What follows belongs to an exercise in optimizing a design on an open flow for small area, a short achievable clock period and few clock cycles per item; a production flow would make more cautious choices.
In this exercise RTL edits were held to simulation tests only and were not proved equivalent to the original.

## matrix_inverse_gj
module matrix_inverse_gj #(
    parameter int N    = 5,
    parameter int W    = 16,
    parameter int FRAC = 8
) (
    input  logic         clk,
    input  logic         reset,
    input  logic         in_valid,
    output logic         in_ready,
    input  logic [W-1:0] in_data,
    output logic         out_valid,
    input  logic         out_ready,
    output logic [W-1:0] out_data,
    output logic         out_last,
    output logic         busy,
    output logic         singular
);
    logic [15:0] q0 [5], q1 [5], q2 [5], q3 [5], q4 [5];   
    logic        reset_r;
    logic [2:0]  ph;                   
    logic        st_load;              
    logic        r_in_ready, r_busy, r_out_valid, r_out_last, r_singular;
    logic [15:0] r_out_data;
    logic        sflag, fin_r;
    logic [2:0]  lr, lc;               
    logic        ldc;                  
    logic [2:0]  lrow [5];             
    logic [4:0]  pmask;                
    logic [15:0] pmax;                 
    logic [2:0]  plog;                 
    logic        psign;                
    logic        dbusy;
    logic [3:0]  dcnt;                 
    logic [15:0] drem;
    logic [16:0] dq;
    logic        go;                   
    logic        gnorm, gcand;
    logic [2:0]  gl;                   
    logic [2:0]  rsel, psel;           
    logic [2:0]  tins;                 
    logic [2:0]  cur;                  
    logic [2:0]  ks;                   
    logic [2:0]  pm;                   
    logic        outp;                 
  ...
==> flow/config.mk <==
export PLATFORM = sky130hd
export DESIGN_NAME = matrix_inverse_gj
export DESIGN_NICKNAME = matrix_inverse_gj
export VERILOG_FILES = /design/flow/design.v
export SDC_FILE = /design/flow/constraint.sdc
export NUM_CORES = 4
export LEC_CHECK = 0
export ABC_AREA = 1
export CAP_MARGIN = 20
export CORE_MARGIN = 2
export CORE_UTILIZATION = 40
export PLACE_DENSITY = 0.55
export SLEW_MARGIN = 20
==> flow/constraint.sdc <==
create_clock -name core_clock -period 20.0 [get_ports {clk}]
set_input_delay 4.0000 -clock core_clock [delete_from_list [all_inputs] [get_ports {clk}]]
set_output_delay 4.0000 -clock core_clock [all_outputs]
set_load 0.01 [all_outputs]
standard.sh (not shown) runs the stock make flow with config.mk's settings and CLKGATE_MAP_FILE= SYNTH_SCRIPT=/design/flow/synth_recipe.tcl, a recipe that flattens the netlist after the stock synthesis.
==> flow/flow/run.sh <==
#!/bin/bash
set -euo pipefail
bash standard.sh 'BUFFER_PORTS_ARGS=-buffer_cell sky130_fd_sc_hd__buf_4' \
    SETUP_SLACK_MARGIN=14.8 finish > flow_make.log 2>&1
Testbench counts at the start, summed over its fixed seeds: cycles 10,166, matrices 64.
Edit:
--- a/flow/design.v
+++ b/flow/design.v
@@ -43,22 +43,23 @@
     logic [2:0]  ks;                   
     logic [2:0]  pm;                   
     logic        outp;                 
     logic [2:0]  io, jo;               
     logic        v1, n1, k1, v2, n2, k2;
     logic [2:0]  row1, row2, l1, l2;
     logic signed [15:0] a1, b1, x1, x2;
     logic [23:0] cs_s, cs_c;
     logic        cs_ci;
     logic        vv;
-    logic [2:0]  vl;                   
-    logic [2:0]  vrow;                 
+    logic [2:0]  vl;
+    logic [15:0] vreg;
+    logic [16:0] npmax;                
     logic        accept;
     assign accept = in_valid & r_in_ready;
     logic [15:0] rpos0, rpos1, ppos0, opos2;
     logic [4:0] rs_oh, ps_oh, or_oh;
     logic [2:0] orow;
     always_comb begin
         orow = '0;
         for (int i = 0; i < 5; i++) if (io == 3'(i)) orow = lrow[i];
         for (int r = 0; r < 5; r++) begin
             rs_oh[r] = (rsel == 3'(r));
@@ -531,29 +532,25 @@
     end
     logic [15:0] wdata;
     logic [4:0]  wen;
     assign wdata = accept ? in_data : res3;
     always_comb
         for (int r = 0; r < 5; r++)
             wen[r] = (accept && lr == 3'(r)) || (v2 && row2 == 3'(r));
     logic [15:0] cval, cabs;
     logic [2:0]  clog;
     logic        cwin;
-    always_comb begin
-        cval = '0;
-        for (int r = 0; r < 5; r++) cval = cval | (q2[r] & {16{vrow == 3'(r)}});
-    end
+    assign cval = vreg;
     assign clog = vl;
     assign cabs = cval[15] ? (16'd0 - cval) : cval;
-    logic [17:0] csum;
-    assign csum = {{2{cval[15]}}, cval} + {2'b00, pmax};
-    assign cwin = (ldc | vv) && (($signed({cval[15], cval}) > $signed({1'b0, pmax})) || csum[17]);
+    assign cwin = (ldc | vv) && (($signed({cval[15], cval}) > $signed({1'b0, pmax})) ||
+                                 ($signed({cval[15], cval}) < $signed(npmax)));
     logic [15:0] nrem, nrem2;
     logic        nbit, nbit2;
     always_comb begin
         logic [16:0] t;
         logic [17:0] e;
         t = {drem, 1'b0};
         e = {1'b0, t} - {2'b0, pmax};
         if (!e[17]) begin nrem = e[15:0]; nbit = 1'b1; end
         else        begin nrem = t[15:0]; nbit = 1'b0; end
         t = {nrem, 1'b0};
@@ -615,22 +612,22 @@
         row1 <= rsel;
         l1   <= gl;
         cs_s  <= mb_cs0[31:8];
         cs_c  <= mb_cs1[31:8];
         cs_ci <= mb_lo[8];
         x2    <= x1;
         row2  <= row1;
         l2    <= l1;
         r_out_data <= (opos2 & {16{o_take}}) | (r_out_data & {16{~o_take}});
         r_out_last <= (o_take & (io == 3'd4) & (jo == 3'd4)) | (r_out_last & ~o_take);
-        if (accept && lc == 3'd0) begin vrow <= lr;   vl <= lr; end
-        else if (k2)              begin vrow <= row2; vl <= l2; end
+        if (accept && lc == 3'd0) begin vreg <= in_data; vl <= lr; end
+        else if (k2)              begin vreg <= res3;    vl <= l2; end
     end
     logic init;
     assign init = reset_r | fin_r | sflag;
     always_ff @(posedge clk) begin
         logic rdy_n;
         reset_r <= reset;
         ph      <= (ph == 3'd4) ? 3'd0 : ph + 3'd1;
         fin_r   <= o_fin;
         sflag   <= 1'b0;
         ldc <= accept && (lc == 3'd0);
@@ -641,20 +638,21 @@
                 lc <= '0;
                 lr <= last_el ? 3'd0 : lr + 3'd1;
             end else begin
                 lc <= lc + 3'd1;
             end
             if (last_el) st_load <= 1'b0;
         end
         vv <= k2;
         if (cwin) begin
             pmax  <= cabs;
+            npmax <= cval[15] ? {cval[15], cval} : (17'd0 - {1'b0, cval});
             plog  <= clog;
             psign <= cval[15];
             drem  <= crem;
             dcnt  <= 4'(5'd17 - {1'b0, cmsb});   
             dbusy <= (cabs > 16'd2);
             dq    <= (cabs > 16'd2) ? 17'd0 : 17'd32767;
         end else if (dbusy) begin
             if (dcnt == 4'd1) begin
                 drem  <= nrem;
                 dq    <= {dq[15:0], nbit};
@@ -694,20 +692,21 @@
                         tins  <= ntins;
                         for (int i = 0; i < 5; i++) begin
                             if (npiv == 3'(i)) pmask[i] <= 1'b1;
                             if (plog == 3'(i)) lrow[i] <= lrow[ks];
                             if (ks == 3'(i))   lrow[i] <= npiv;
                         end
                         cur   <= ks;
                         ks    <= ks + 3'd1;
                         pm    <= 3'd1;
                         pmax  <= '0;
+                        npmax <= '0;
                         if (ks == 3'd4) outp <= 1'b1;
                         if (st_load) eblk <= 3'd6;
                     end
                 end
             end
         end
         if (eblk != 3'd0) begin
             eblk <= eblk - 3'd1;
             if (eblk != 3'd6) rdy_n = 1'b0;
         end
@@ -729,20 +728,21 @@
             ph         <= 3'd2;
         end
         if (sflag) begin
             st_load    <= 1'b1;
             rdy_n = 1'b1;
             r_singular <= 1'b1;
             ph         <= 3'd2;
         end
         if (init) begin
             pmax  <= '0;
+            npmax <= '0;
             pmask <= '0;
             for (int i = 0; i < 5; i++) lrow[i] <= 3'(i);
             io <= '0; jo <= '0;
             ks <= '0; pm <= 3'd5; cur <= '0;
             outp  <= 1'b0;
             dbusy <= 1'b0;
             eblk  <= '0;
         end
         if (reset_r) begin
             ph      <= 3'd2;
Result:
- The changed run finished clean
- synthesized cell count goes up by 5.4%
- register-to-register slack is better by 0.13 ns
- utilization goes down by 0.53 points
- wire length went down by 2.2%
- hold slack gets better by 0.017 ns
Testbench counts after the change, summed over its fixed seeds: cycles 10,166, matrices 64.

afterwards: timing with drivers on the ports:
The flow's constraints put no driver on any port. The routed layouts listed below were extracted and timed again, unchanged, in two steps.
Step 1, drivers: a clkbuf_16 drives clk and a buf_2 each remaining input, both assumed.
Step 2, shift: input delay + t, output delay - t, t = (earliest + latest rising clock arrival at the registers) / 2. This alone moves slack from input paths to output paths.
Three values: no drivers, after step 1, after step 2; two values: the first two.
| run | shift t [ns] | setup WS [ns] | worst data-port slew with drivers (ns) |
|---|---|---|---|
| the first run | 0.691 | 14.699 / 14.636 / 14.276 | 0.05 |
| the second run | 0.685 | 14.804 / 14.737 / 14.243 | 0.04 |
After both steps every run listed still meets setup and hold. The setup slack of the second run, which loses most, moves by -0.067 ns with the drivers and by -0.561 ns with both steps.
